This is an optimization exercise on Yosys and OpenROAD, whose aim is small area, a short achievable clock period and few clock cycles per item, not a production implementation. Function was checked by simulation only, so behaviour that the tests miss may differ from the original. Power and IR drop assume default switching activity.

$ cat flow/run.sh
#!/bin/bash
# synth_recipe.tcl (not shown) runs the flow's synth.tcl, then flattens the netlist and writes it again
# the make line also repeats each setting of config.mk as NAME=value (left out here)
make -C /OpenROAD-flow-scripts/flow DESIGN_CONFIG=/design/flow/config.mk WORK_HOME=/design/flow/orfs CLKGATE_MAP_FILE= SYNTH_SCRIPT=/design/flow/synth_recipe.tcl finish
$ cat flow/config.mk
export PLATFORM = sky130hd
export DESIGN_NAME = cpu_top
export DESIGN_NICKNAME = cpu_top
export VERILOG_FILES = /design/flow/design.v
export SDC_FILE = /design/flow/constraint.sdc
export NUM_CORES = 4
export LEC_CHECK = 0
export CAP_MARGIN = 20
export CORE_MARGIN = 2
export CORE_UTILIZATION = 40
export SETUP_SLACK_MARGIN = 3.0
export SLEW_MARGIN = 20
$ cat flow/constraint.sdc
create_clock -name core_clock -period 7.0 [get_ports {clk}]
set_input_delay 1.4000 -clock core_clock [delete_from_list [all_inputs] [get_ports {clk}]]
set_output_delay 1.4000 -clock core_clock [all_outputs]
set_load 0.01 [all_outputs]
$ cat flow/design.v
`timescale 1ns/1ps
package cpu_isa_pkg;
    typedef logic [16-1:0]          data_t;
    typedef logic [$clog2(16)-1:0]  reg_id_t;
    typedef logic [8-1:0]          imm_t;
    typedef logic [8-1:0]           pc_t;
    typedef logic [8-1:0]           inst_id_t;
    typedef logic [3-1:0]           op_t;
    localparam op_t OP_ST      = 3'd0;
    localparam op_t OP_CMP_GT  = 3'd1;
    localparam op_t OP_ADD_IMM = 3'd2;
    localparam op_t OP_ADD     = 3'd3;
    localparam op_t OP_SHL     = 3'd4;
    localparam op_t OP_SHR     = 3'd5;
    localparam op_t OP_MUL     = 3'd6;
endpackage
`timescale 1ns/1ps
package cpu_uarch_pkg;
    typedef logic [16-1:0] reg_mask_t;
endpackage
`timescale 1ns/1ps
module reg_file (
    input  logic                  clk,
    input  logic                  rst_n,
    input  cpu_isa_pkg::reg_id_t  rd_addr0,
    input  cpu_isa_pkg::reg_id_t  rd_addr1,
    output cpu_isa_pkg::data_t    rd_data0,
    output cpu_isa_pkg::data_t    rd_data1,
    input  logic                  wr_en,
    input  cpu_isa_pkg::reg_id_t  wr_reg,
    input  cpu_isa_pkg::data_t    wr_data
);
    cpu_isa_pkg::data_t        regs [0:16-1];
    logic [16-1:0]   valid;
    always_comb begin
        rd_data0 = '0;
        rd_data1 = '0;
        for (int i = 0; i < 16; i++) begin
            if (rd_addr0 == i && valid[i]) rd_data0 = rd_data0 | regs[i];
            if (rd_addr1 == i && valid[i]) rd_data1 = rd_data1 | regs[i];
        end
    end
    always_ff @(posedge clk or negedge rst_n) begin
        if (!rst_n) begin
            valid <= '0;
        end else if (wr_en) begin
            valid[wr_reg] <= 1'b1;
        end
    end
    always_ff @(posedge clk) begin
        for (int i = 0; i < 16; i++) begin
            if (wr_en && wr_reg == i) regs[i] <= wr_data;
        end
    end
endmodule
`timescale 1ns/1ps
module int_unit (
    input  logic                is_add,
    input  logic                is_cmp,
    input  logic                is_shl,
    input  logic                is_shr,
    input  cpu_isa_pkg::data_t  a,
    input  cpu_isa_pkg::data_t  b,
    output cpu_isa_pkg::data_t  result
);
    localparam int W = 16;
    logic [W:0]         sum;
    cpu_isa_pkg::data_t sh;
    cpu_isa_pkg::data_t shr;
    assign sum = {1'b0, a} + {1'b0, b};
    assign sh  = a << b[$clog2(W)-1:0];
    always_comb begin
        for (int i = 0; i < W; i++) shr[i] = sh[W-1-i];
    end
    assign result = ({W{is_add}} & sum[W-1:0])
                  | ({W{is_cmp}} & cpu_isa_pkg::data_t'(sum[W]))
                  | ({W{is_shl}} & sh)
                  | ({W{is_shr}} & shr);
endmodule
`timescale 1ns/1ps
module mul_unit (
    input  cpu_isa_pkg::data_t  a,
    input  logic [7:0]         one,
    input  logic [7:0]         two,
    input  logic [7:0]         neg,
    output cpu_isa_pkg::data_t  sum_s,
    output cpu_isa_pkg::data_t  sum_c
);
    logic pp0_0;
    logic pn0;
    logic pp0_1;
    logic pp0_2;
    logic pp0_3;
    logic pp0_4;
    logic pp0_5;
    logic pp0_6;
    logic pp0_7;
    logic pp0_8;
    logic pp0_9;
    logic pp0_10;
    logic pp0_11;
    logic pp0_12;
    logic pp0_13;
    logic pp0_14;
    logic pp0_15;
    logic pp1_2;
    logic pn1;
    logic pp1_3;
    logic pp1_4;
    logic pp1_5;
    logic pp1_6;
    logic pp1_7;
    logic pp1_8;
    logic pp1_9;
    logic pp1_10;
    logic pp1_11;
    logic pp1_12;
    logic pp1_13;
    logic pp1_14;
    logic pp1_15;
    logic pp2_4;
    logic pn2;
    logic pp2_5;
    logic pp2_6;
    logic pp2_7;
    logic pp2_8;
    logic pp2_9;
    logic pp2_10;
    logic pp2_11;
    logic pp2_12;
    logic pp2_13;
    logic pp2_14;
    logic pp2_15;
    logic pp3_6;
    logic pn3;
    logic pp3_7;
    logic pp3_8;
    logic pp3_9;
    logic pp3_10;
    logic pp3_11;
    logic pp3_12;
    logic pp3_13;
    logic pp3_14;
    logic pp3_15;
    logic pp4_8;
    logic pn4;
    logic pp4_9;
    logic pp4_10;
    logic pp4_11;
    logic pp4_12;
    logic pp4_13;
    logic pp4_14;
    logic pp4_15;
    logic pp5_10;
    logic pn5;
    logic pp5_11;
    logic pp5_12;
    logic pp5_13;
    logic pp5_14;
    logic pp5_15;
    logic pp6_12;
    logic pn6;
    logic pp6_13;
    logic pp6_14;
    logic pp6_15;
    logic pp7_14;
    logic pn7;
    logic pp7_15;
    logic s0;
    logic c0;
    logic s1;
    logic c1;
    logic s2;
    logic c2;
    logic s3;
    logic c3;
    logic s4;
    logic c4;
    logic s5;
    logic c5;
    logic s6;
    logic s7;
    logic s8;
    logic s9;
    logic c9;
    logic s10;
    logic c10;
    logic s11;
    logic c11;
    logic s12;
    logic c12;
    logic s13;
    logic c13;
    logic s14;
    logic c14;
    logic s15;
    logic c15;
    logic s16;
    logic c16;
    logic s17;
    logic c17;
    logic s18;
    logic c18;
    logic s19;
    logic c19;
    logic s20;
    logic c20;
    logic s21;
    logic c21;
    logic s22;
    logic c22;
    logic s23;
    logic s24;
    logic s25;
    logic c25;
    logic s26;
    logic c26;
    logic s27;
    logic c27;
    logic s28;
    logic c28;
    logic s29;
    logic c29;
    logic s30;
    logic c30;
    logic s31;
    logic c31;
    logic s32;
    logic c32;
    logic s33;
    logic c33;
    logic s34;
    logic c34;
    logic s35;
    logic s36;
    logic c36;
    logic s37;
    logic c37;
    logic s38;
    logic c38;
    logic s39;
    logic c39;
    logic s40;
    logic c40;
    logic s41;
    logic c41;
    logic s42;
    logic c42;
    logic s43;
    logic c43;
    logic s44;
    logic c44;
    logic s45;
    logic c45;
    logic s46;
    logic c46;
    logic s47;
    logic c47;
    logic s48;
    assign pp0_0 = (one[0] & a[0]);
    assign pn0 = neg[0] & ~(one[0] & a[0]);
    assign pp0_1 = ((one[0] & a[1]) | (two[0] & a[0])) ^ neg[0];
    assign pp0_2 = ((one[0] & a[2]) | (two[0] & a[1])) ^ neg[0];
    assign pp0_3 = ((one[0] & a[3]) | (two[0] & a[2])) ^ neg[0];
    assign pp0_4 = ((one[0] & a[4]) | (two[0] & a[3])) ^ neg[0];
    assign pp0_5 = ((one[0] & a[5]) | (two[0] & a[4])) ^ neg[0];
    assign pp0_6 = ((one[0] & a[6]) | (two[0] & a[5])) ^ neg[0];
    assign pp0_7 = ((one[0] & a[7]) | (two[0] & a[6])) ^ neg[0];
    assign pp0_8 = ((one[0] & a[8]) | (two[0] & a[7])) ^ neg[0];
    assign pp0_9 = ((one[0] & a[9]) | (two[0] & a[8])) ^ neg[0];
    assign pp0_10 = ((one[0] & a[10]) | (two[0] & a[9])) ^ neg[0];
    assign pp0_11 = ((one[0] & a[11]) | (two[0] & a[10])) ^ neg[0];
    assign pp0_12 = ((one[0] & a[12]) | (two[0] & a[11])) ^ neg[0];
    assign pp0_13 = ((one[0] & a[13]) | (two[0] & a[12])) ^ neg[0];
    assign pp0_14 = ((one[0] & a[14]) | (two[0] & a[13])) ^ neg[0];
    assign pp0_15 = ((one[0] & a[15]) | (two[0] & a[14])) ^ neg[0];
    assign pp1_2 = (one[1] & a[0]);
    assign pn1 = neg[1] & ~(one[1] & a[0]);
    assign pp1_3 = ((one[1] & a[1]) | (two[1] & a[0])) ^ neg[1];
    assign pp1_4 = ((one[1] & a[2]) | (two[1] & a[1])) ^ neg[1];
    assign pp1_5 = ((one[1] & a[3]) | (two[1] & a[2])) ^ neg[1];
    assign pp1_6 = ((one[1] & a[4]) | (two[1] & a[3])) ^ neg[1];
    assign pp1_7 = ((one[1] & a[5]) | (two[1] & a[4])) ^ neg[1];
    assign pp1_8 = ((one[1] & a[6]) | (two[1] & a[5])) ^ neg[1];
    assign pp1_9 = ((one[1] & a[7]) | (two[1] & a[6])) ^ neg[1];
    assign pp1_10 = ((one[1] & a[8]) | (two[1] & a[7])) ^ neg[1];
    assign pp1_11 = ((one[1] & a[9]) | (two[1] & a[8])) ^ neg[1];
    assign pp1_12 = ((one[1] & a[10]) | (two[1] & a[9])) ^ neg[1];
    assign pp1_13 = ((one[1] & a[11]) | (two[1] & a[10])) ^ neg[1];
    assign pp1_14 = ((one[1] & a[12]) | (two[1] & a[11])) ^ neg[1];
    assign pp1_15 = ((one[1] & a[13]) | (two[1] & a[12])) ^ neg[1];
    assign pp2_4 = (one[2] & a[0]);
    assign pn2 = neg[2] & ~(one[2] & a[0]);
    assign pp2_5 = ((one[2] & a[1]) | (two[2] & a[0])) ^ neg[2];
    assign pp2_6 = ((one[2] & a[2]) | (two[2] & a[1])) ^ neg[2];
    assign pp2_7 = ((one[2] & a[3]) | (two[2] & a[2])) ^ neg[2];
    assign pp2_8 = ((one[2] & a[4]) | (two[2] & a[3])) ^ neg[2];
    assign pp2_9 = ((one[2] & a[5]) | (two[2] & a[4])) ^ neg[2];
    assign pp2_10 = ((one[2] & a[6]) | (two[2] & a[5])) ^ neg[2];
    assign pp2_11 = ((one[2] & a[7]) | (two[2] & a[6])) ^ neg[2];
    assign pp2_12 = ((one[2] & a[8]) | (two[2] & a[7])) ^ neg[2];
    assign pp2_13 = ((one[2] & a[9]) | (two[2] & a[8])) ^ neg[2];
    assign pp2_14 = ((one[2] & a[10]) | (two[2] & a[9])) ^ neg[2];
    assign pp2_15 = ((one[2] & a[11]) | (two[2] & a[10])) ^ neg[2];
    assign pp3_6 = (one[3] & a[0]);
    assign pn3 = neg[3] & ~(one[3] & a[0]);
    assign pp3_7 = ((one[3] & a[1]) | (two[3] & a[0])) ^ neg[3];
    assign pp3_8 = ((one[3] & a[2]) | (two[3] & a[1])) ^ neg[3];
    assign pp3_9 = ((one[3] & a[3]) | (two[3] & a[2])) ^ neg[3];
    assign pp3_10 = ((one[3] & a[4]) | (two[3] & a[3])) ^ neg[3];
    assign pp3_11 = ((one[3] & a[5]) | (two[3] & a[4])) ^ neg[3];
    assign pp3_12 = ((one[3] & a[6]) | (two[3] & a[5])) ^ neg[3];
    assign pp3_13 = ((one[3] & a[7]) | (two[3] & a[6])) ^ neg[3];
    assign pp3_14 = ((one[3] & a[8]) | (two[3] & a[7])) ^ neg[3];
    assign pp3_15 = ((one[3] & a[9]) | (two[3] & a[8])) ^ neg[3];
    assign pp4_8 = (one[4] & a[0]);
    assign pn4 = neg[4] & ~(one[4] & a[0]);
    assign pp4_9 = ((one[4] & a[1]) | (two[4] & a[0])) ^ neg[4];
    assign pp4_10 = ((one[4] & a[2]) | (two[4] & a[1])) ^ neg[4];
    assign pp4_11 = ((one[4] & a[3]) | (two[4] & a[2])) ^ neg[4];
    assign pp4_12 = ((one[4] & a[4]) | (two[4] & a[3])) ^ neg[4];
    assign pp4_13 = ((one[4] & a[5]) | (two[4] & a[4])) ^ neg[4];
    assign pp4_14 = ((one[4] & a[6]) | (two[4] & a[5])) ^ neg[4];
    assign pp4_15 = ((one[4] & a[7]) | (two[4] & a[6])) ^ neg[4];
    assign pp5_10 = (one[5] & a[0]);
    assign pn5 = neg[5] & ~(one[5] & a[0]);
    assign pp5_11 = ((one[5] & a[1]) | (two[5] & a[0])) ^ neg[5];
    assign pp5_12 = ((one[5] & a[2]) | (two[5] & a[1])) ^ neg[5];
    assign pp5_13 = ((one[5] & a[3]) | (two[5] & a[2])) ^ neg[5];
    assign pp5_14 = ((one[5] & a[4]) | (two[5] & a[3])) ^ neg[5];
    assign pp5_15 = ((one[5] & a[5]) | (two[5] & a[4])) ^ neg[5];
    assign pp6_12 = (one[6] & a[0]);
    assign pn6 = neg[6] & ~(one[6] & a[0]);
    assign pp6_13 = ((one[6] & a[1]) | (two[6] & a[0])) ^ neg[6];
    assign pp6_14 = ((one[6] & a[2]) | (two[6] & a[1])) ^ neg[6];
    assign pp6_15 = ((one[6] & a[3]) | (two[6] & a[2])) ^ neg[6];
    assign pp7_14 = (one[7] & a[0]);
    assign pn7 = neg[7] & ~(one[7] & a[0]);
    assign pp7_15 = ((one[7] & a[1]) | (two[7] & a[0])) ^ neg[7];
    assign s0 = pp0_11 ^ pp1_11;
    assign c0 = pp0_11 & pp1_11;
    assign s1 = pp0_12 ^ pp1_12 ^ pp2_12;
    assign c1 = (pp0_12 & pp1_12) | (pp0_12 & pp2_12) | (pp1_12 & pp2_12);
    assign s2 = pp0_13 ^ pp1_13 ^ pp2_13;
    assign c2 = (pp0_13 & pp1_13) | (pp0_13 & pp2_13) | (pp1_13 & pp2_13);
    assign s3 = pp3_13 ^ pp4_13;
    assign c3 = pp3_13 & pp4_13;
    assign s4 = pp0_14 ^ pp1_14 ^ pp2_14;
    assign c4 = (pp0_14 & pp1_14) | (pp0_14 & pp2_14) | (pp1_14 & pp2_14);
    assign s5 = pp3_14 ^ pp4_14 ^ pp5_14;
    assign c5 = (pp3_14 & pp4_14) | (pp3_14 & pp5_14) | (pp4_14 & pp5_14);
    assign s6 = pp0_15 ^ pp1_15 ^ pp2_15;
    assign s7 = pp3_15 ^ pp4_15 ^ pp5_15;
    assign s8 = pp6_15 ^ pn7;
    assign s9 = pp0_7 ^ pp1_7;
    assign c9 = pp0_7 & pp1_7;
    assign s10 = pp0_8 ^ pp1_8 ^ pp2_8;
    assign c10 = (pp0_8 & pp1_8) | (pp0_8 & pp2_8) | (pp1_8 & pp2_8);
    assign s11 = pp0_9 ^ pp1_9 ^ pp2_9;
    assign c11 = (pp0_9 & pp1_9) | (pp0_9 & pp2_9) | (pp1_9 & pp2_9);
    assign s12 = pp3_9 ^ pn4;
    assign c12 = pp3_9 & pn4;
    assign s13 = pp0_10 ^ pp1_10 ^ pp2_10;
    assign c13 = (pp0_10 & pp1_10) | (pp0_10 & pp2_10) | (pp1_10 & pp2_10);
    assign s14 = pp3_10 ^ pp4_10 ^ pp5_10;
    assign c14 = (pp3_10 & pp4_10) | (pp3_10 & pp5_10) | (pp4_10 & pp5_10);
    assign s15 = s0 ^ pp2_11 ^ pp3_11;
    assign c15 = (s0 & pp2_11) | (s0 & pp3_11) | (pp2_11 & pp3_11);
    assign s16 = pp4_11 ^ pn5 ^ pp5_11;
    assign c16 = (pp4_11 & pn5) | (pp4_11 & pp5_11) | (pn5 & pp5_11);
    assign s17 = s1 ^ pp3_12 ^ pp4_12;
    assign c17 = (s1 & pp3_12) | (s1 & pp4_12) | (pp3_12 & pp4_12);
    assign s18 = pp5_12 ^ pp6_12 ^ c0;
    assign c18 = (pp5_12 & pp6_12) | (pp5_12 & c0) | (pp6_12 & c0);
    assign s19 = s2 ^ s3 ^ pp5_13;
    assign c19 = (s2 & s3) | (s2 & pp5_13) | (s3 & pp5_13);
    assign s20 = pn6 ^ pp6_13 ^ c1;
    assign c20 = (pn6 & pp6_13) | (pn6 & c1) | (pp6_13 & c1);
    assign s21 = s4 ^ s5 ^ pp6_14;
    assign c21 = (s4 & s5) | (s4 & pp6_14) | (s5 & pp6_14);
    assign s22 = pp7_14 ^ c2 ^ c3;
    assign c22 = (pp7_14 & c2) | (pp7_14 & c3) | (c2 & c3);
    assign s23 = s6 ^ s7 ^ s8;
    assign s24 = pp7_15 ^ c4 ^ c5;
    assign s25 = pp0_5 ^ pp1_5;
    assign c25 = pp0_5 & pp1_5;
    assign s26 = pp0_6 ^ pp1_6 ^ pp2_6;
    assign c26 = (pp0_6 & pp1_6) | (pp0_6 & pp2_6) | (pp1_6 & pp2_6);
    assign s27 = s9 ^ pp2_7 ^ pn3;
    assign c27 = (s9 & pp2_7) | (s9 & pn3) | (pp2_7 & pn3);
    assign s28 = s10 ^ pp3_8 ^ pp4_8;
    assign c28 = (s10 & pp3_8) | (s10 & pp4_8) | (pp3_8 & pp4_8);
    assign s29 = s11 ^ s12 ^ pp4_9;
    assign c29 = (s11 & s12) | (s11 & pp4_9) | (s12 & pp4_9);
    assign s30 = s13 ^ s14 ^ c11;
    assign c30 = (s13 & s14) | (s13 & c11) | (s14 & c11);
    assign s31 = s15 ^ s16 ^ c13;
    assign c31 = (s15 & s16) | (s15 & c13) | (s16 & c13);
    assign s32 = s17 ^ s18 ^ c15;
    assign c32 = (s17 & s18) | (s17 & c15) | (s18 & c15);
    assign s33 = s19 ^ s20 ^ c17;
    assign c33 = (s19 & s20) | (s19 & c17) | (s20 & c17);
    assign s34 = s21 ^ s22 ^ c19;
    assign c34 = (s21 & s22) | (s21 & c19) | (s22 & c19);
    assign s35 = s23 ^ s24 ^ c21;
    assign s36 = pp0_3 ^ pn1;
    assign c36 = pp0_3 & pn1;
    assign s37 = pp0_4 ^ pp1_4 ^ pp2_4;
    assign c37 = (pp0_4 & pp1_4) | (pp0_4 & pp2_4) | (pp1_4 & pp2_4);
    assign s38 = s25 ^ pn2 ^ pp2_5;
    assign c38 = (s25 & pn2) | (s25 & pp2_5) | (pn2 & pp2_5);
    assign s39 = s26 ^ pp3_6 ^ c25;
    assign c39 = (s26 & pp3_6) | (s26 & c25) | (pp3_6 & c25);
    assign s40 = s27 ^ pp3_7 ^ c26;
    assign c40 = (s27 & pp3_7) | (s27 & c26) | (pp3_7 & c26);
    assign s41 = s28 ^ c9 ^ c27;
    assign c41 = (s28 & c9) | (s28 & c27) | (c9 & c27);
    assign s42 = s29 ^ c10 ^ c28;
    assign c42 = (s29 & c10) | (s29 & c28) | (c10 & c28);
    assign s43 = s30 ^ c12 ^ c29;
    assign c43 = (s30 & c12) | (s30 & c29) | (c12 & c29);
    assign s44 = s31 ^ c14 ^ c30;
    assign c44 = (s31 & c14) | (s31 & c30) | (c14 & c30);
    assign s45 = s32 ^ c16 ^ c31;
    assign c45 = (s32 & c16) | (s32 & c31) | (c16 & c31);
    assign s46 = s33 ^ c18 ^ c32;
    assign c46 = (s33 & c18) | (s33 & c32) | (c18 & c32);
    assign s47 = s34 ^ c20 ^ c33;
    assign c47 = (s34 & c20) | (s34 & c33) | (c20 & c33);
    assign s48 = s35 ^ c22 ^ c34;
    assign sum_s[0] = pp0_0;
    assign sum_c[0] = '0;
    assign sum_s[1] = pn0;
    assign sum_c[1] = pp0_1;
    assign sum_s[2] = pp0_2;
    assign sum_c[2] = pp1_2;
    assign sum_s[3] = s36;
    assign sum_c[3] = pp1_3;
    assign sum_s[4] = s37;
    assign sum_c[4] = c36;
    assign sum_s[5] = s38;
    assign sum_c[5] = c37;
    assign sum_s[6] = s39;
    assign sum_c[6] = c38;
    assign sum_s[7] = s40;
    assign sum_c[7] = c39;
    assign sum_s[8] = s41;
    assign sum_c[8] = c40;
    assign sum_s[9] = s42;
    assign sum_c[9] = c41;
    assign sum_s[10] = s43;
    assign sum_c[10] = c42;
    assign sum_s[11] = s44;
    assign sum_c[11] = c43;
    assign sum_s[12] = s45;
    assign sum_c[12] = c44;
    assign sum_s[13] = s46;
    assign sum_c[13] = c45;
    assign sum_s[14] = s47;
    assign sum_c[14] = c46;
    assign sum_s[15] = s48;
    assign sum_c[15] = c47;
endmodule
`timescale 1ns/1ps
`timescale 1ns/1ps
module cpu_top (
    input  logic                   clk,
    input  logic                   rst_n,
    input  logic                   inst_vld,
    input  logic                   inst_last,
    input  cpu_isa_pkg::op_t       inst_op,
    input  cpu_isa_pkg::inst_id_t  inst_id,
    input  cpu_isa_pkg::reg_id_t   inst_dst_reg,
    input  cpu_isa_pkg::reg_id_t   inst_src_reg0,
    input  cpu_isa_pkg::reg_id_t   inst_src_reg1,
    input  cpu_isa_pkg::imm_t      inst_imm,
    output logic                   fetch_vld,
    output cpu_isa_pkg::pc_t       fetch_pc,
    output cpu_isa_pkg::inst_id_t  fetch_id,
    output logic                   inst_rdy,
    output logic                   write_mem_vld,
    output cpu_isa_pkg::inst_id_t  write_mem_id,
    output cpu_isa_pkg::data_t     write_mem_addr,
    output cpu_isa_pkg::data_t     write_mem_data,
    output logic                   exec_finish
);
    localparam int W = 16;
    cpu_isa_pkg::pc_t      pc_q;
    logic                  last_acc_q;    
    logic                  fin_q;
    logic                  ib_vld;
    logic                  ib_last;
    cpu_isa_pkg::op_t      ib_op;
    cpu_isa_pkg::reg_id_t  ib_dst;
    cpu_isa_pkg::reg_id_t  ib_s0;
    cpu_isa_pkg::reg_id_t  ib_s1;
    cpu_isa_pkg::imm_t     ib_imm;
    logic                  x_we;          
    logic                  x_mul;         
    logic                  x_st;          
    logic                  x_last;        
    logic                  x_add, x_cmp, x_shl, x_shr;
    cpu_isa_pkg::reg_id_t  x_dst;
    cpu_isa_pkg::inst_id_t x_id;          
    cpu_isa_pkg::data_t    x_a, x_b;
    logic [W/2-1:0]        x_one, x_two;   
    cpu_isa_pkg::data_t    alu_res;
    logic                  m_vld;
    cpu_isa_pkg::reg_id_t  m_dst;
    cpu_isa_pkg::data_t    m_s, m_c;
    cpu_isa_pkg::data_t    mul_s, mul_c;
    cpu_isa_pkg::data_t    m_val;
    logic                  d_st, d_mul, d_add, d_cmp, d_shl, d_shr, d_addi, d_we;
    logic                  stall, go;
    cpu_isa_pkg::data_t    rf_a, rf_b, val_a, val_b;
    logic                  rf_we;
    cpu_isa_pkg::reg_id_t  rf_wreg;
    cpu_isa_pkg::data_t    rf_wdata;
    assign d_st   = (ib_op == cpu_isa_pkg::OP_ST);
    assign d_mul  = (ib_op == cpu_isa_pkg::OP_MUL);
    assign d_addi = (ib_op == cpu_isa_pkg::OP_ADD_IMM);
    assign d_add  = (ib_op == cpu_isa_pkg::OP_ADD) || d_addi;
    assign d_cmp  = (ib_op == cpu_isa_pkg::OP_CMP_GT);
    assign d_shl  = (ib_op == cpu_isa_pkg::OP_SHL);
    assign d_shr  = (ib_op == cpu_isa_pkg::OP_SHR);
    assign d_we   = d_add || d_cmp || d_shl || d_shr;
    assign stall = x_mul && ((ib_s0 == x_dst) || (!d_addi && ib_s1 == x_dst));
    assign go    = ib_vld && !stall;
    assign inst_rdy  = !ib_vld || !stall;
    assign fetch_vld = !last_acc_q && (!inst_vld || (inst_rdy && !inst_last));
    assign fetch_pc  = pc_q;
    assign fetch_id  = pc_q;
    always_ff @(posedge clk or negedge rst_n) begin
        if (!rst_n) begin
            pc_q       <= '0;
            last_acc_q <= 1'b0;
            fin_q      <= 1'b0;
            ib_vld     <= 1'b0;
        end else begin
            if (fetch_vld) pc_q <= pc_q + 1'b1;
            if (inst_vld && inst_rdy && inst_last) last_acc_q <= 1'b1;
            if (x_last) fin_q <= 1'b1;
            if (inst_rdy) ib_vld <= inst_vld;
        end
    end
    always_ff @(posedge clk) begin
        if (inst_rdy) begin
            ib_last <= inst_last;
            ib_op   <= inst_op;
            ib_dst  <= inst_dst_reg;
            ib_s0   <= inst_src_reg0;
            ib_s1   <= inst_src_reg1;
            ib_imm  <= inst_imm;
        end
    end
    reg_file u_reg_file (
        .clk      (clk),
        .rst_n    (rst_n),
        .rd_addr0 (ib_s0),
        .rd_addr1 (ib_s1),
        .rd_data0 (rf_a),
        .rd_data1 (rf_b),
        .wr_en    (rf_we),
        .wr_reg   (rf_wreg),
        .wr_data  (rf_wdata)
    );
    assign m_val = m_s + m_c;
    always_comb begin
        if (x_we && x_dst == ib_s0)      val_a = alu_res;
        else if (m_vld && m_dst == ib_s0) val_a = m_val;
        else                              val_a = rf_a;
        if (x_we && x_dst == ib_s1)      val_b = alu_res;
        else if (m_vld && m_dst == ib_s1) val_b = m_val;
        else                              val_b = rf_b;
    end
    always_ff @(posedge clk or negedge rst_n) begin
        if (!rst_n) begin
            x_we   <= 1'b0;
            x_mul  <= 1'b0;
            x_st   <= 1'b0;
            x_last <= 1'b0;
            x_id   <= '1;
        end else begin
            x_we   <= go && d_we;
            x_mul  <= go && d_mul;
            x_st   <= go && d_st;
            x_last <= go && ib_last;
            if (go) x_id <= x_id + 1'b1;
        end
    end
    always_ff @(posedge clk) begin
        x_add <= d_add;
        x_cmp <= d_cmp;
        x_shl <= d_shl;
        x_shr <= d_shr;
        x_dst <= ib_dst;
        for (int i = 0; i < W; i++) x_a[i] <= d_shr ? val_a[W-1-i] : val_a[i];
        for (int i = 0; i < W / 2; i++) begin
            x_one[i] <= val_b[2*i] ^ (i == 0 ? 1'b0 : val_b[2*i-1]);
            x_two[i] <= (val_b[2*i+1] & ~val_b[2*i] & ~(i == 0 ? 1'b0 : val_b[2*i-1])) |
                        (~val_b[2*i+1] & val_b[2*i] & (i == 0 ? 1'b0 : val_b[2*i-1]));
        end
        if (d_addi)     x_b <= cpu_isa_pkg::data_t'(ib_imm);
        else if (d_cmp) x_b <= ~val_b;
        else            x_b <= val_b;
    end
    int_unit u_int_unit (
        .is_add (x_add),
        .is_cmp (x_cmp),
        .is_shl (x_shl),
        .is_shr (x_shr),
        .a      (x_a),
        .b      (x_b),
        .result (alu_res)
    );
    logic [W/2-1:0] x_neg;
    always_comb begin
        for (int i = 0; i < W / 2; i++) x_neg[i] = x_b[2*i+1];
    end
    mul_unit u_mul_unit (
        .a     (x_a),
        .one   (x_one),
        .two   (x_two),
        .neg   (x_neg),
        .sum_s (mul_s),
        .sum_c (mul_c)
    );
    assign rf_we    = x_we || m_vld;
    assign rf_wreg  = x_we ? x_dst : m_dst;
    assign rf_wdata = x_we ? alu_res : m_val;
    always_ff @(posedge clk or negedge rst_n) begin
        if (!rst_n) begin
            m_vld <= 1'b0;
        end else begin
            m_vld <= x_mul || (m_vld && x_we && x_dst != m_dst);
        end
    end
    always_ff @(posedge clk) begin
        if (x_mul) begin
            m_dst <= x_dst;
            m_s   <= mul_s;
            m_c   <= mul_c;
        end
    end
    assign write_mem_vld  = x_st;
    assign write_mem_id   = x_id;
    assign write_mem_addr = x_a;
    assign write_mem_data = x_b;
    assign exec_finish    = fin_q || x_last;
endmodule
==> summary.txt, run 1 <==
Yosys
  – Most frequent cell after synthesis: edfxtp_1
  – Number of synthesized flops with an enable pin: 315
  – Register area share after synthesis: 50.1%
  – Async set-reset flop share out of synthesis: 9.73%
  – Main synth FF type: edfxtp_1
  – Synth Register Bits: 411
  – Synthesis Warnings: 4
  – Synth top area cells: edfxtp_1, a22oi_1, dfxtp_1, xnor2_1, dfrtp_1
  – Yosys top cell by area: edfxtp_1
  – Syn Area/Cell: 11.4 um2
  – Synth unique cells: 103
  – Area share of the largest cell type after synthesis: 40.9%
  – Cells after Synth: 2032
  – Most instantiated cells after synthesis: edfxtp_1, a22oi_1, nand3_1
  – Synthesized net count: 2148
  – Synthesized area: 23100 um2

CTS
  – TritonCTS buffer count: 47
  – CTS root buffer: clkbuf_16
  – CTS tree: done
  – Hold buffers post-CTS: 0
  – TritonCTS Sinks: 411
  – Clock slew at reported path FFs: 0.06 ns
  – Clock Path Buffers: 3
  – Worst-Skew Late Latency: 0.63 ns
  – CTS H-tree depth: 2

Drt
  – Post-Route WL: 85900 um
  – Antenna viol nets, final: 0
  – Wire per inst: 29.7 um
  – DRT Pass-1 Iters: 6
  – Detailed Route Iter0 Violations: 2656
  – Vias per cell: 6.51
  – Via count: 18800
  – # DRC: 0

Final layout
  – Nets@finish: 2205
  – Fraction of layout cells with a size suffix above 1: 13.2%
  – Area Growth Syn to Fin: 15.1%
  – Post-route cell area: 26600 um2
  – Inserted Diodes: 0

STA
  – Fin crit share: 55.1%
  – Fin Setup TNS: 0 ns
  – Crit path time final: 3.86 ns
  – Slew HR: 21.3%
  – Worst hold slack: 0.342 ns
  – Final setup fails: 0
  – PnR worst setup slack: 3.14 ns
  – Worst-Margin Slew: 1.18 ns
  – Highest clock rate: 259 MHz
  – Slew Limit Fails: 0
  – Skew final: 0.0374 ns
  – RSZ-0062 raised after global routing: false
  – Final hold violation count: 0

Die
  – Die H: 244 um
  – Die width: 244 um
  – Core ar.: 57500 um2
  – Initial cell density of the core: 40.2%
  – I/O pin cnt: 95
  – Die footprint: 59700 um2
  – Placement Rows: 88

Global route
  – Antenna violations before repair: 0
  – Total GRT Usage: 28.3%
  – First-pass GRT wire length: 124000 um
  – Largest net degree at the start of global routing: 41
  – Final global-route overflow total: 0
  – Vias in the first global route: 18000

Worst hold path
  – HP Start: ib_dst[1]
  – Hold Path Class: flip-flop to flip-flop

Placement
  – Area after DPL: 24800 um2
  – Port Buffers: 86
  – Worst slack, placed: 2.57 ns
  – Final HPWL DP: 55200 um
  – Placer Congestion: 0.952

Critical path
  – Worst setup path class: flip-flop to flip-flop
  – Worst R2R Start: x_a[8]
  – Arrival time worst endpoint: 4.20 ns
  – Critical Path End Type: flip-flop
  – CP Max Fanout: 14
  – Reg2reg setup slack: 3.14 ns
  – Crit. Startpoint: x_a[8]
  – CP Launch Type: flip-flop
  – CP required: 7.34 ns

Power
  – Cell Pwr Density: 383 nW/um2
  – Pleak: 9.83 nW
  – Pwr Total: 0.0102 W
  – Maximum VDD drop: 346 uV

Run
  – Total of max-cap violations: 0

Run status
  – Status: complete, no violations
## state kept, by name (all words and copies together), names as in the netlist, 3 cells and up
signal / cells
ib_dst: 4
x_id: 8
ib_op: 3
x_a: 16
pc_q: 8
ib_s1: 4
u_reg_file.valid: 16
m_c: 15
x_one: 8
m_dst: 4
x_two: 8
ib_imm: 8
ib_s0: 4
x_b: 16
m_s: 16
u_reg_file.regs: 256
x_dst: 4
## per-stage QoR
step	util, %	instances
floorplan	-	2032
global placement	43.1	2788
detailed placement	43.1	2788
CTS	46.1	2885
global route	46.3	2891
finish	46.3	2891
## cell type report
cell class                 count  area (um2)
tap                          765         957
clock buffer                  67        1370
multi-input combinational   1394       10700
sequential                   411       11600
clock inverter                19         209
timing repair buffer         173        1540
fill                        5243       30900
inverter                      62         233
## path summary, 6_finish.rpt
kind                                       end  cells past startpoint
min in group asynchronous              pc_q[7]                      1
max in group asynchronous  u_reg_file.valid[6]                      1
setup reg to reg                       m_s[15]                     11
hold reg to reg                       x_dst[1]                      0
setup / recovery                       m_s[15]                     11
hold / removal                        x_dst[1]                      0
## layer usage
layer	GRT usage [%]	part of all wire (%)	vias up
met3	7.35	12	308
met2	43.7	44	1384
met1	37.2	38	9207
met5	0	0	-
met4	13.1	5.3	0
li1	-	-	7908
## worst max-delay path, cell delays in order, from the launching register on
cell	delay, ns
dfxtp_1	0.89
a22oi_1	0.24
xor2_1	0.25
fa_1	0.48
fa_1	0.52
inv_1	0.05
fa_1	0.39
xnor2_1	0.15
xnor2_1	0.21
xnor2_1	0.17
xnor2_1	0.16
xnor2_1	0.09
## power by group
| group | internal (W) | leakage, nW | switching [W] |
|---|---|---|---|
| Clock | 0.00145 | 0.777 | 0.00107 |
| Sequential | 0.00326 | 3.82 | 0.000400 |
| Combinational | 0.00160 | 5.23 | 0.00240 |
## cells in the final DEF (no fill, tap or decap), types with 10 or more instances in the layout
cell and instances:
a2111oi_0 10, a211oi_1 11, a21o_1 21, a21oi_1 37, a221oi_1 16, a22o_1 22
a22oi_1 196, a31oi_1 12, a32oi_1 17, and2_1 28, and3_1 60, and4_1 10
buf_4 85, clkbuf_1 10, clkbuf_16 50, clkdlybuf4s50_1 83, dfrtp_1 32, dfxtp_1 52
edfxtp_1 315, fa_1 38, ha_1 43, inv_1 57, mux2_2 13, mux2i_1 57
nand2_1 112, nand2b_1 22, nand3_1 134, nand4_1 41, nor2_1 58, nor2_2 13
nor2b_1 19, nor3_1 20, nor4_1 14, o21a_1 12, o21ai_0 33, o22ai_1 15
or2_2 10, xnor2_1 92, xor2_1 49
## repair_timing
item | 4_1_cts | 5_1_grt
endpoints found under the setup margin | 18 | 55
cloned | 0 | 1
pin swaps | 3 | 2
setup buffers | 11 | 5
resized for setup | 11 | 8
## logic make-up after synthesis
| family | Yosys count | share of synthesized area (%) |
|---|---|---|
| adder cells (fa/ha/maj) | 81 | 5.62 |
| buffers and inverters | 227 | 4.16 |
| multiplexers | 86 | 4.43 |
| XOR/XNOR | 141 | 5.34 |
| AO/OA/AOI/OAI | 500 | 16.7 |
| AND/OR/NAND/NOR | 586 | 13.7 |
| flip-flops | 411 | 50.1 |
Testbench counts, summed over its fixed seeds: cycles 23,762, insts 22,445.
==> inputs of run 2 (changes only) <==
--- a/flow/design.v
+++ b/flow/design.v
@@ -86,3 +86,4 @@
     output cpu_isa_pkg::data_t  sum_s,
-    output cpu_isa_pkg::data_t  sum_c
+    output cpu_isa_pkg::data_t  sum_c,
+    output logic [4:0]         sum_x
 );
@@ -181,4 +182,7 @@
     logic s6;
+    logic c6;
     logic s7;
+    logic c7;
     logic s8;
+    logic c8;
     logic s9;
@@ -212,3 +216,5 @@
     logic s23;
+    logic c23;
     logic s24;
+    logic c24;
     logic s25;
@@ -234,2 +240,3 @@
     logic s35;
+    logic c35;
     logic s36;
@@ -246,15 +253,3 @@
     logic c41;
-    logic s42;
-    logic c42;
-    logic s43;
-    logic c43;
-    logic s44;
-    logic c44;
-    logic s45;
-    logic c45;
-    logic s46;
-    logic c46;
-    logic s47;
-    logic c47;
-    logic s48;
+    logic top_pp;
     assign pp0_0 = (one[0] & a[0]);
@@ -339,93 +334,87 @@
     assign pp7_15 = ((one[7] & a[1]) | (two[7] & a[0])) ^ neg[7];
-    assign s0 = pp0_11 ^ pp1_11;
-    assign c0 = pp0_11 & pp1_11;
-    assign s1 = pp0_12 ^ pp1_12 ^ pp2_12;
-    assign c1 = (pp0_12 & pp1_12) | (pp0_12 & pp2_12) | (pp1_12 & pp2_12);
-    assign s2 = pp0_13 ^ pp1_13 ^ pp2_13;
-    assign c2 = (pp0_13 & pp1_13) | (pp0_13 & pp2_13) | (pp1_13 & pp2_13);
-    assign s3 = pp3_13 ^ pp4_13;
-    assign c3 = pp3_13 & pp4_13;
-    assign s4 = pp0_14 ^ pp1_14 ^ pp2_14;
-    assign c4 = (pp0_14 & pp1_14) | (pp0_14 & pp2_14) | (pp1_14 & pp2_14);
-    assign s5 = pp3_14 ^ pp4_14 ^ pp5_14;
-    assign c5 = (pp3_14 & pp4_14) | (pp3_14 & pp5_14) | (pp4_14 & pp5_14);
-    assign s6 = pp0_15 ^ pp1_15 ^ pp2_15;
-    assign s7 = pp3_15 ^ pp4_15 ^ pp5_15;
-    assign s8 = pp6_15 ^ pn7;
-    assign s9 = pp0_7 ^ pp1_7;
-    assign c9 = pp0_7 & pp1_7;
-    assign s10 = pp0_8 ^ pp1_8 ^ pp2_8;
-    assign c10 = (pp0_8 & pp1_8) | (pp0_8 & pp2_8) | (pp1_8 & pp2_8);
-    assign s11 = pp0_9 ^ pp1_9 ^ pp2_9;
-    assign c11 = (pp0_9 & pp1_9) | (pp0_9 & pp2_9) | (pp1_9 & pp2_9);
-    assign s12 = pp3_9 ^ pn4;
-    assign c12 = pp3_9 & pn4;
-    assign s13 = pp0_10 ^ pp1_10 ^ pp2_10;
-    assign c13 = (pp0_10 & pp1_10) | (pp0_10 & pp2_10) | (pp1_10 & pp2_10);
-    assign s14 = pp3_10 ^ pp4_10 ^ pp5_10;
-    assign c14 = (pp3_10 & pp4_10) | (pp3_10 & pp5_10) | (pp4_10 & pp5_10);
-    assign s15 = s0 ^ pp2_11 ^ pp3_11;
-    assign c15 = (s0 & pp2_11) | (s0 & pp3_11) | (pp2_11 & pp3_11);
-    assign s16 = pp4_11 ^ pn5 ^ pp5_11;
-    assign c16 = (pp4_11 & pn5) | (pp4_11 & pp5_11) | (pn5 & pp5_11);
-    assign s17 = s1 ^ pp3_12 ^ pp4_12;
-    assign c17 = (s1 & pp3_12) | (s1 & pp4_12) | (pp3_12 & pp4_12);
-    assign s18 = pp5_12 ^ pp6_12 ^ c0;
-    assign c18 = (pp5_12 & pp6_12) | (pp5_12 & c0) | (pp6_12 & c0);
-    assign s19 = s2 ^ s3 ^ pp5_13;
-    assign c19 = (s2 & s3) | (s2 & pp5_13) | (s3 & pp5_13);
-    assign s20 = pn6 ^ pp6_13 ^ c1;
-    assign c20 = (pn6 & pp6_13) | (pn6 & c1) | (pp6_13 & c1);
-    assign s21 = s4 ^ s5 ^ pp6_14;
-    assign c21 = (s4 & s5) | (s4 & pp6_14) | (s5 & pp6_14);
-    assign s22 = pp7_14 ^ c2 ^ c3;
-    assign c22 = (pp7_14 & c2) | (pp7_14 & c3) | (c2 & c3);
-    assign s23 = s6 ^ s7 ^ s8;
-    assign s24 = pp7_15 ^ c4 ^ c5;
-    assign s25 = pp0_5 ^ pp1_5;
-    assign c25 = pp0_5 & pp1_5;
-    assign s26 = pp0_6 ^ pp1_6 ^ pp2_6;
-    assign c26 = (pp0_6 & pp1_6) | (pp0_6 & pp2_6) | (pp1_6 & pp2_6);
-    assign s27 = s9 ^ pp2_7 ^ pn3;
-    assign c27 = (s9 & pp2_7) | (s9 & pn3) | (pp2_7 & pn3);
-    assign s28 = s10 ^ pp3_8 ^ pp4_8;
-    assign c28 = (s10 & pp3_8) | (s10 & pp4_8) | (pp3_8 & pp4_8);
-    assign s29 = s11 ^ s12 ^ pp4_9;
-    assign c29 = (s11 & s12) | (s11 & pp4_9) | (s12 & pp4_9);
-    assign s30 = s13 ^ s14 ^ c11;
-    assign c30 = (s13 & s14) | (s13 & c11) | (s14 & c11);
-    assign s31 = s15 ^ s16 ^ c13;
-    assign c31 = (s15 & s16) | (s15 & c13) | (s16 & c13);
-    assign s32 = s17 ^ s18 ^ c15;
-    assign c32 = (s17 & s18) | (s17 & c15) | (s18 & c15);
-    assign s33 = s19 ^ s20 ^ c17;
-    assign c33 = (s19 & s20) | (s19 & c17) | (s20 & c17);
-    assign s34 = s21 ^ s22 ^ c19;
-    assign c34 = (s21 & s22) | (s21 & c19) | (s22 & c19);
-    assign s35 = s23 ^ s24 ^ c21;
-    assign s36 = pp0_3 ^ pn1;
-    assign c36 = pp0_3 & pn1;
-    assign s37 = pp0_4 ^ pp1_4 ^ pp2_4;
-    assign c37 = (pp0_4 & pp1_4) | (pp0_4 & pp2_4) | (pp1_4 & pp2_4);
-    assign s38 = s25 ^ pn2 ^ pp2_5;
-    assign c38 = (s25 & pn2) | (s25 & pp2_5) | (pn2 & pp2_5);
-    assign s39 = s26 ^ pp3_6 ^ c25;
-    assign c39 = (s26 & pp3_6) | (s26 & c25) | (pp3_6 & c25);
-    assign s40 = s27 ^ pp3_7 ^ c26;
-    assign c40 = (s27 & pp3_7) | (s27 & c26) | (pp3_7 & c26);
-    assign s41 = s28 ^ c9 ^ c27;
-    assign c41 = (s28 & c9) | (s28 & c27) | (c9 & c27);
-    assign s42 = s29 ^ c10 ^ c28;
-    assign c42 = (s29 & c10) | (s29 & c28) | (c10 & c28);
-    assign s43 = s30 ^ c12 ^ c29;
-    assign c43 = (s30 & c12) | (s30 & c29) | (c12 & c29);
-    assign s44 = s31 ^ c14 ^ c30;
-    assign c44 = (s31 & c14) | (s31 & c30) | (c14 & c30);
-    assign s45 = s32 ^ c16 ^ c31;
-    assign c45 = (s32 & c16) | (s32 & c31) | (c16 & c31);
-    assign s46 = s33 ^ c18 ^ c32;
-    assign c46 = (s33 & c18) | (s33 & c32) | (c18 & c32);
-    assign s47 = s34 ^ c20 ^ c33;
-    assign c47 = (s34 & c20) | (s34 & c33) | (c20 & c33);
-    assign s48 = s35 ^ c22 ^ c34;
+    assign s0 = pn1 ^ pp0_3 ^ pp1_3;
+    assign c0 = (pn1 & pp0_3) | (pn1 & pp1_3) | (pp0_3 & pp1_3);
+    assign s1 = pp2_4 ^ pp0_4 ^ pp1_4;
+    assign c1 = (pp2_4 & pp0_4) | (pp2_4 & pp1_4) | (pp0_4 & pp1_4);
+    assign s2 = pn2 ^ pp0_5 ^ pp1_5;
+    assign c2 = (pn2 & pp0_5) | (pn2 & pp1_5) | (pp0_5 & pp1_5);
+    assign s3 = pp2_5 ^ c1 ^ s2;
+    assign c3 = (pp2_5 & c1) | (pp2_5 & s2) | (c1 & s2);
+    assign s4 = pp3_6 ^ pp0_6 ^ pp1_6;
+    assign c4 = (pp3_6 & pp0_6) | (pp3_6 & pp1_6) | (pp0_6 & pp1_6);
+    assign s5 = pp2_6 ^ c2 ^ s4;
+    assign c5 = (pp2_6 & c2) | (pp2_6 & s4) | (c2 & s4);
+    assign s6 = pn3 ^ pp0_7 ^ pp1_7;
+    assign c6 = (pn3 & pp0_7) | (pn3 & pp1_7) | (pp0_7 & pp1_7);
+    assign s7 = pp2_7 ^ pp3_7 ^ c4;
+    assign c7 = (pp2_7 & pp3_7) | (pp2_7 & c4) | (pp3_7 & c4);
+    assign s8 = s6 ^ c5 ^ s7;
+    assign c8 = (s6 & c5) | (s6 & s7) | (c5 & s7);
+    assign s9 = pp4_8 ^ pp0_8 ^ pp1_8;
+    assign c9 = (pp4_8 & pp0_8) | (pp4_8 & pp1_8) | (pp0_8 & pp1_8);
+    assign s10 = pp2_8 ^ pp3_8 ^ c6;
+    assign c10 = (pp2_8 & pp3_8) | (pp2_8 & c6) | (pp3_8 & c6);
+    assign s11 = s9 ^ c7 ^ s10;
+    assign c11 = (s9 & c7) | (s9 & s10) | (c7 & s10);
+    assign s12 = pn4 ^ pp0_9 ^ pp1_9;
+    assign c12 = (pn4 & pp0_9) | (pn4 & pp1_9) | (pp0_9 & pp1_9);
+    assign s13 = pp2_9 ^ pp3_9 ^ pp4_9;
+    assign c13 = (pp2_9 & pp3_9) | (pp2_9 & pp4_9) | (pp3_9 & pp4_9);
+    assign s14 = c9 ^ s12 ^ s13;
+    assign c14 = (c9 & s12) | (c9 & s13) | (s12 & s13);
+    assign s15 = c10 ^ s14 ^ c11;
+    assign c15 = (c10 & s14) | (c10 & c11) | (s14 & c11);
+    assign s16 = pp5_10 ^ pp0_10 ^ pp1_10;
+    assign c16 = (pp5_10 & pp0_10) | (pp5_10 & pp1_10) | (pp0_10 & pp1_10);
+    assign s17 = pp2_10 ^ pp3_10 ^ pp4_10;
+    assign c17 = (pp2_10 & pp3_10) | (pp2_10 & pp4_10) | (pp3_10 & pp4_10);
+    assign s18 = c12 ^ c13 ^ s16;
+    assign c18 = (c12 & c13) | (c12 & s16) | (c13 & s16);
+    assign s19 = s17 ^ c14 ^ s18;
+    assign c19 = (s17 & c14) | (s17 & s18) | (c14 & s18);
+    assign s20 = pn5 ^ pp0_11 ^ pp1_11;
+    assign c20 = (pn5 & pp0_11) | (pn5 & pp1_11) | (pp0_11 & pp1_11);
+    assign s21 = pp2_11 ^ pp3_11 ^ pp4_11;
+    assign c21 = (pp2_11 & pp3_11) | (pp2_11 & pp4_11) | (pp3_11 & pp4_11);
+    assign s22 = pp5_11 ^ c16 ^ c17;
+    assign c22 = (pp5_11 & c16) | (pp5_11 & c17) | (c16 & c17);
+    assign s23 = s20 ^ s21 ^ c18;
+    assign c23 = (s20 & s21) | (s20 & c18) | (s21 & c18);
+    assign s24 = s22 ^ c19 ^ s23;
+    assign c24 = (s22 & c19) | (s22 & s23) | (c19 & s23);
+    assign s25 = pp6_12 ^ pp0_12 ^ pp1_12;
+    assign c25 = (pp6_12 & pp0_12) | (pp6_12 & pp1_12) | (pp0_12 & pp1_12);
+    assign s26 = pp2_12 ^ pp3_12 ^ pp4_12;
+    assign c26 = (pp2_12 & pp3_12) | (pp2_12 & pp4_12) | (pp3_12 & pp4_12);
+    assign s27 = pp5_12 ^ c20 ^ c21;
+    assign c27 = (pp5_12 & c20) | (pp5_12 & c21) | (c20 & c21);
+    assign s28 = s25 ^ s26 ^ c22;
+    assign c28 = (s25 & s26) | (s25 & c22) | (s26 & c22);
+    assign s29 = s27 ^ s28 ^ c23;
+    assign c29 = (s27 & s28) | (s27 & c23) | (s28 & c23);
+    assign s30 = pn6 ^ pp0_13 ^ pp1_13;
+    assign c30 = (pn6 & pp0_13) | (pn6 & pp1_13) | (pp0_13 & pp1_13);
+    assign s31 = pp2_13 ^ pp3_13 ^ pp4_13;
+    assign c31 = (pp2_13 & pp3_13) | (pp2_13 & pp4_13) | (pp3_13 & pp4_13);
+    assign s32 = pp5_13 ^ pp6_13 ^ c25;
+    assign c32 = (pp5_13 & pp6_13) | (pp5_13 & c25) | (pp6_13 & c25);
+    assign s33 = c26 ^ s30 ^ s31;
+    assign c33 = (c26 & s30) | (c26 & s31) | (s30 & s31);
+    assign s34 = c27 ^ s32 ^ s33;
+    assign c34 = (c27 & s32) | (c27 & s33) | (s32 & s33);
+    assign s35 = c28 ^ s34 ^ c29;
+    assign c35 = (c28 & s34) | (c28 & c29) | (s34 & c29);
+    assign s36 = pp7_14 ^ pp0_14 ^ pp1_14;
+    assign c36 = (pp7_14 & pp0_14) | (pp7_14 & pp1_14) | (pp0_14 & pp1_14);
+    assign s37 = pp2_14 ^ pp3_14 ^ pp4_14;
+    assign c37 = (pp2_14 & pp3_14) | (pp2_14 & pp4_14) | (pp3_14 & pp4_14);
+    assign s38 = pp5_14 ^ pp6_14 ^ c30;
+    assign c38 = (pp5_14 & pp6_14) | (pp5_14 & c30) | (pp6_14 & c30);
+    assign s39 = c31 ^ s36 ^ s37;
+    assign c39 = (c31 & s36) | (c31 & s37) | (s36 & s37);
+    assign s40 = c32 ^ c33 ^ s38;
+    assign c40 = (c32 & c33) | (c32 & s38) | (c33 & s38);
+    assign s41 = s39 ^ c34 ^ s40;
+    assign c41 = (s39 & c34) | (s39 & s40) | (c34 & s40);
+    assign top_pp = pp0_15 ^ pp1_15 ^ pp2_15 ^ pp3_15 ^ pp4_15 ^ pp5_15 ^ pp6_15 ^ pn7 ^ pp7_15;
     assign sum_s[0] = pp0_0;
@@ -434,30 +423,35 @@
     assign sum_c[1] = pp0_1;
-    assign sum_s[2] = pp0_2;
-    assign sum_c[2] = pp1_2;
-    assign sum_s[3] = s36;
-    assign sum_c[3] = pp1_3;
-    assign sum_s[4] = s37;
-    assign sum_c[4] = c36;
-    assign sum_s[5] = s38;
-    assign sum_c[5] = c37;
-    assign sum_s[6] = s39;
-    assign sum_c[6] = c38;
-    assign sum_s[7] = s40;
-    assign sum_c[7] = c39;
-    assign sum_s[8] = s41;
-    assign sum_c[8] = c40;
-    assign sum_s[9] = s42;
-    assign sum_c[9] = c41;
-    assign sum_s[10] = s43;
-    assign sum_c[10] = c42;
-    assign sum_s[11] = s44;
-    assign sum_c[11] = c43;
-    assign sum_s[12] = s45;
-    assign sum_c[12] = c44;
-    assign sum_s[13] = s46;
-    assign sum_c[13] = c45;
-    assign sum_s[14] = s47;
-    assign sum_c[14] = c46;
-    assign sum_s[15] = s48;
-    assign sum_c[15] = c47;
+    assign sum_s[2] = pp1_2;
+    assign sum_c[2] = pp0_2;
+    assign sum_s[3] = s0;
+    assign sum_c[3] = '0;
+    assign sum_s[4] = c0;
+    assign sum_c[4] = s1;
+    assign sum_s[5] = s3;
+    assign sum_c[5] = '0;
+    assign sum_s[6] = c3;
+    assign sum_c[6] = s5;
+    assign sum_s[7] = s8;
+    assign sum_c[7] = '0;
+    assign sum_s[8] = c8;
+    assign sum_c[8] = s11;
+    assign sum_s[9] = s15;
+    assign sum_c[9] = '0;
+    assign sum_s[10] = s19;
+    assign sum_c[10] = c15;
+    assign sum_s[11] = s24;
+    assign sum_c[11] = '0;
+    assign sum_s[12] = c24;
+    assign sum_c[12] = s29;
+    assign sum_s[13] = s35;
+    assign sum_c[13] = '0;
+    assign sum_s[14] = s41;
+    assign sum_c[14] = c35;
+    assign sum_s[15] = top_pp;
+    assign sum_c[15] = c36;
+    assign sum_x[0] = c37;
+    assign sum_x[1] = c38;
+    assign sum_x[2] = c39;
+    assign sum_x[3] = c40;
+    assign sum_x[4] = c41;
 endmodule
@@ -511,2 +505,5 @@
     cpu_isa_pkg::data_t    mul_s, mul_c;
+    localparam int NX = 5;                
+    logic [NX-1:0]         m_x, mul_x;
+    cpu_isa_pkg::data_t    m_sum;
     cpu_isa_pkg::data_t    m_val;
@@ -566,3 +563,4 @@
     );
-    assign m_val = m_s + m_c;
+    assign m_sum = m_s + m_c;
+    assign m_val = {m_sum[W-1] ^ (^m_x), m_sum[W-2:0]};
     always_comb begin
@@ -625,3 +623,4 @@
         .sum_s (mul_s),
-        .sum_c (mul_c)
+        .sum_c (mul_c),
+        .sum_x (mul_x)
     );
@@ -642,2 +641,3 @@
             m_c   <= mul_c;
+            m_x   <= mul_x;
         end
==> flow/flow/run.sh (new file) <==
#!/bin/bash
# The standard layout, with the port buffers made of sky130 buf cells (which
# the timing repair may resize) instead of the delay-buffer cell that
# buffer_ports picks by default.
set -euo pipefail
export BUFFER_PORTS_ARGS="-buffer_cell sky130_fd_sc_hd__buf_2"
bash standard.sh > make_flow.log 2>&1
==> flow/standard.sh (new file) <==
#!/bin/bash
# synth_recipe.tcl (not shown) runs the flow's synth.tcl, then flattens the netlist and writes it again
# the make line also repeats each setting of config.mk as NAME=value (left out here)
make -C /OpenROAD-flow-scripts/flow DESIGN_CONFIG=/design/flow/config.mk WORK_HOME=/design/flow/orfs CLKGATE_MAP_FILE= SYNTH_SCRIPT=/design/flow/synth_recipe.tcl "${@:-finish}"
--- a/flow/config.mk
+++ b/flow/config.mk
@@ -9,4 +9,4 @@
 export CORE_MARGIN = 2
-export CORE_UTILIZATION = 40
-export SETUP_SLACK_MARGIN = 3.0
+export CORE_UTILIZATION = 50
+export SETUP_SLACK_MARGIN = 3.5
 export SLEW_MARGIN = 20
removed: flow/run.sh
==> summary.txt, run 2 <==
Final layout
  – FF/Latch Area: 11600 um2 (about the same)
  – Multi-input logic area: 10400 um2 (was 10700 um2)
  – Final design utilization: 58.4% (was 46.3%)
  – Commonest cells after routing, fill and taps aside: edfxtp_1, a22oi_1, nand2_1, buf_4, and3_1 (was edfxtp_1, a22oi_1, nand3_1, nand2_1, xnor2_1)
  – Register bank with the most flops: u_reg_file.regs (unchanged)
  – Fillers: 3718 (was 5243)
  – Max reg flops: 256 (unchanged)
  – Commonest non-fill, non-tap cell in the layout: edfxtp_1 (unchanged)
  – Finished Layout Cells: 2671 (was 2891)
  – Area Growth Syn to Fin: 15.4% (was 15.1%)
  – Fraction of layout cells with a size suffix above 1: 19.9% (was 13.2%)
  – Inserted Diodes: 0 (unchanged)
  – Nets@finish: 2153 (was 2205)

Global route
  – Vias in the first global route: 17600 (was 18000)
  – Final global-route overflow total: 0 (unchanged)
  – Antenna violations before repair: 0 (unchanged)
  – Total GRT Usage: 34.7% (was 28.3%)
  – Largest net degree at the start of global routing: 41 (unchanged)
  – First-pass GRT wire length: 118000 um (was 124000 um)

Drt
  – Post-Route WL: 82700 um (was 85900 um)
  – Vias per cell: 6.81 (was 6.51)
  – # DRC: 0 (unchanged)
  – Wire per inst: 31.0 um (was 29.7 um)
  – Via count: 18200 (was 18800)
  – DRT Pass-1 Iters: 6 (unchanged)
  – Antenna viol nets, final: 0 (unchanged)
  – Detailed Route Iter0 Violations: 2416 (was 2656)

Placement
  – Placer Congestion: 0.952 (about the same)
  – Port Buffers: 86 (unchanged)
  – Inst Count DP: 2549 (was 2788)
  – Final HPWL DP: 52600 um (was 55200 um)
  – Worst slack, placed: 2.79 ns (was 2.57 ns)

Die
  – Core ar.: 44200 um2 (was 57500 um2)
  – Die H: 216 um (was 244 um)
  – I/O pin cnt: 95 (unchanged)
  – Placement Rows: 77 (was 88)
  – Die footprint: 46500 um2 (was 59700 um2)
  – Die width: 216 um (was 244 um)
  – Initial cell density of the core: 50.6% (was 40.2%)

Yosys
  – Area share of the largest cell type after synthesis: 42.1% (was 40.9%)
  – Async set-reset flop share out of synthesis: 9.76% (was 9.73%)
  – Cells after Synth: 1946 (was 2032)
  – Main synth FF type: edfxtp_1 (unchanged)
  – Synth unique cells: 84 (was 103)
  – Synth Register Bits: 410 (was 411)
  – Most instantiated cells after synthesis: edfxtp_1, a22oi_1, nand2_1 (was edfxtp_1, a22oi_1, nand3_1)
  – Synth top area cells: edfxtp_1, a22oi_1, dfxtp_1, fa_1, dfrtp_1 (was edfxtp_1, a22oi_1, dfxtp_1, xnor2_1, dfrtp_1)
  – Most frequent cell after synthesis: edfxtp_1 (unchanged)
  – Number of synthesized flops with an enable pin: 314 (was 315)
  – Syn Area/Cell: 11.5 um2 (was 11.4 um2)
  – Synthesized area: 22400 um2 (was 23100 um2)
  – Yosys top cell by area: edfxtp_1 (unchanged)
  – Register area share after synthesis: 51.6% (was 50.1%)
  – Synthesized net count: 2056 (was 2148)
  – Synthesis Warnings: 4 (unchanged)

STA
  – Fin Setup TNS: 0 ns (unchanged)
  – Crit path time final: 3.58 ns (was 3.86 ns)
  – PnR worst setup slack: 3.42 ns (was 3.14 ns)
  – Slew HR: 26.0% (was 21.3%)
  – RSZ-0062 raised after global routing: true (was false)
  – Slew Limit Fails: 0 (unchanged)
  – Highest clock rate: 280 MHz (was 259 MHz)
  – Final hold violation count: 0 (unchanged)
  – Skew final: 0.0221 ns (was 0.0374 ns)
  – Fin crit share: 51.1% (was 55.1%)
  – Worst-Margin Slew: 1.10 ns (was 1.18 ns)
  – Final setup fails: 0 (unchanged)

Power
  – Pleak: 9.92 nW (was 9.83 nW)
  – Cell Pwr Density: 381 nW/um2 (was 383 nW/um2)
  – Maximum VDD drop: 630 uV (was 346 uV)
  – Pwr Total: 0.00984 W (was 0.0102 W)

Critical path
  – Worst path top cell family by delay: simple AND/OR/NAND/NOR gates (was adder cells)
  – Slowest stage delay, CP: 0.44 ns (was 0.89 ns)
  – CP Launch Type: flip-flop (unchanged)
  – WP buf/inv: 1 (unchanged)
  – Critical path cell sequence: xor2_1 -> nor4_2 -> a21o_1 -> nand3_4 -> nand2b_4 -> a21oi_4 -> buf_6 (was a22oi_1 -> xor2_1 -> fa_1 -> fa_1 -> inv_1 -> fa_1 -> xnor2_1 -> xnor2_1 -> xnor2_1 -> xnor2_1 -> xnor2_1)
  – Critical Path End Type: output pin (was flip-flop)
  – CP Max Fanout: 2 (was 14)
  – Arrival time worst endpoint: 2.18 ns (was 4.20 ns)
  – Crit-path slowest cell: edfxtp_1 (was dfxtp_1)
  – CP required: 5.60 ns (was 7.34 ns)
  – Worst setup path class: flip-flop to output pin (was flip-flop to flip-flop)

CTS
  – Worst-Skew Late Latency: 0.59 ns (was 0.63 ns)
  – Clock slew at reported path FFs: 0.06 ns (about the same)
  – Clock Path Buffers: 3 (unchanged)
  – CTS H-tree depth: 2 (unchanged)
  – CTS tree: done (unchanged)
  – TritonCTS buffer count: 45 (was 47)
  – TritonCTS Sinks: 410 (was 411)
  – CTS root buffer: clkbuf_16 (unchanged)

Run status
  – Status: complete, no violations (unchanged)

Worst hold path
  – Hold Path Class: flip-flop to flip-flop (unchanged)

Run
  – Total of max-cap violations: 0 (unchanged)
## run 2: cell types whose count changed after synthesis, moves of 10 or more
cell / previous run / this run
a22o_1: 22 / 12
a2111oi_0: 10 / 22
buf_2: 19 / 5
nand2_1: 112 / 132
nand3_1: 135 / 43
nor3_1: 20 / 8
a22oi_1: 196 / 250
nand4_1: 41 / 24
mux2i_1: 60 / 50
ha_1: 43 / 31
and3_1: 60 / 92
## run 2: cells by family (layout without fill, tap and decap cells)
| kind of cell | after synthesis | after routing | synth area share, % |
|---|---|---|---|
| mux | 70 | 70 | 3.74 |
| fa+ha+maj | 75 | 75 | 5.67 |
| compound gates | 511 | 511 | 17.1 |
| simple gates | 525 | 526 | 12.4 |
| flops | 410 | 410 | 51.6 |
| xor+xnor | 145 | 145 | 5.67 |
| buf+inv | 210 | 342 | 3.77 |
## run 2: routing by layer
| metal | GRT usage, % | wire [um] | vias up |
|---|---|---|---|
| met5 | 0 | 0 | - |
| met4 | 18.4 | 5020 | 0 |
| met3 | 8.67 | 8840 | 305 |
| met2 | 55.1 | 37900 | 1256 |
| met1 | 44.0 | 30900 | 9008 |
| li1 | - | - | 7632 |
## run 2: repair_timing
action                                 CTS  global route
cloned                                   1             1
hold buffers                             0             0
pin swaps                                6             9
gates resized for setup                 44            72
setup endpoints to repair              148           128
endpoints found under the hold margin    0             0
setup buffers                           25            12
## run 2: layout make-up
class                           instances  area share (%)
Tap cell                              592            2.87
Timing Repair Buffer                  196            5.38
Clock buffer                           57            4.69
Clock inverter                         26           0.997
Sequential cell                       410            44.9
Multi-Input combinational cell       1327            40.2
Inverter                               63           0.920
## run 2: per-stage QoR
stage,hold WS (ns),cell area [um2]
final,0.339,25800
after global routing,0.346,25800
after floorplan,0.323,22400
after detailed placement,0.332,23600
after CTS,0.342,25400
after global placement,0.327,23600
## run 2: where the power goes
| group | switching [W] | internal [W] |
|---|---|---|
| clock | 0.00101 | 0.00138 |
| sequential | 0.000421 | 0.00325 |
| combinational | 0.00233 | 0.00145 |
## run 2: final timing paths
path	startpoint	end	slack, ns	cells after the start
min in group asynchronous	rst_n	u_reg_file.valid[5]	0.96	1
worst min-delay path	ib_dst[2]	x_dst[2]	0.34	0
worst max-delay path	ib_s1[0]	fetch_vld	3.42	7
worst max register to register	x_a[12]	m_c[14]	3.56	7
max in group asynchronous	rst_n	x_mul	5.40	1
worst min register to register	ib_dst[2]	x_dst[2]	0.34	0
Testbench counts of run 2, summed over its fixed seeds: cycles 23,762, insts 22,445.

## re-timing with driven ports
Ports are ideal in the flow. The routed layouts listed here were re-timed in OpenROAD. Step 1 (the two cells are an assumption about what drives the block):
set clk [get_ports {clk}]
set_driving_cell -lib_cell sky130_fd_sc_hd__clkbuf_16 $clk
set_driving_cell -lib_cell sky130_fd_sc_hd__buf_2 [delete_from_list [all_inputs] $clk]
Step 2 adds t to the input delays and takes it off the output delays; t is the mean of the earliest and latest rising clock arrival at the registers after step 1. Input paths then give back, and output paths get back, about the clock's delay inside the block. Three values: ideal, step 1, step 2; two values: the first two.
run | t (ns) | setup slack, ns | hold slack, ns | worst data-port slew with drivers (ns)
run 1 | 0.669 | 3.141 / 3.141 / 3.141 | 0.342 / 0.342 / 0.342 | 0.05
run 2 | 0.636 | 3.422 / 3.367 / 3.564 | 0.339 / 0.339 / 0.339 | 0.05
After both steps setup and hold are still met in every run listed.
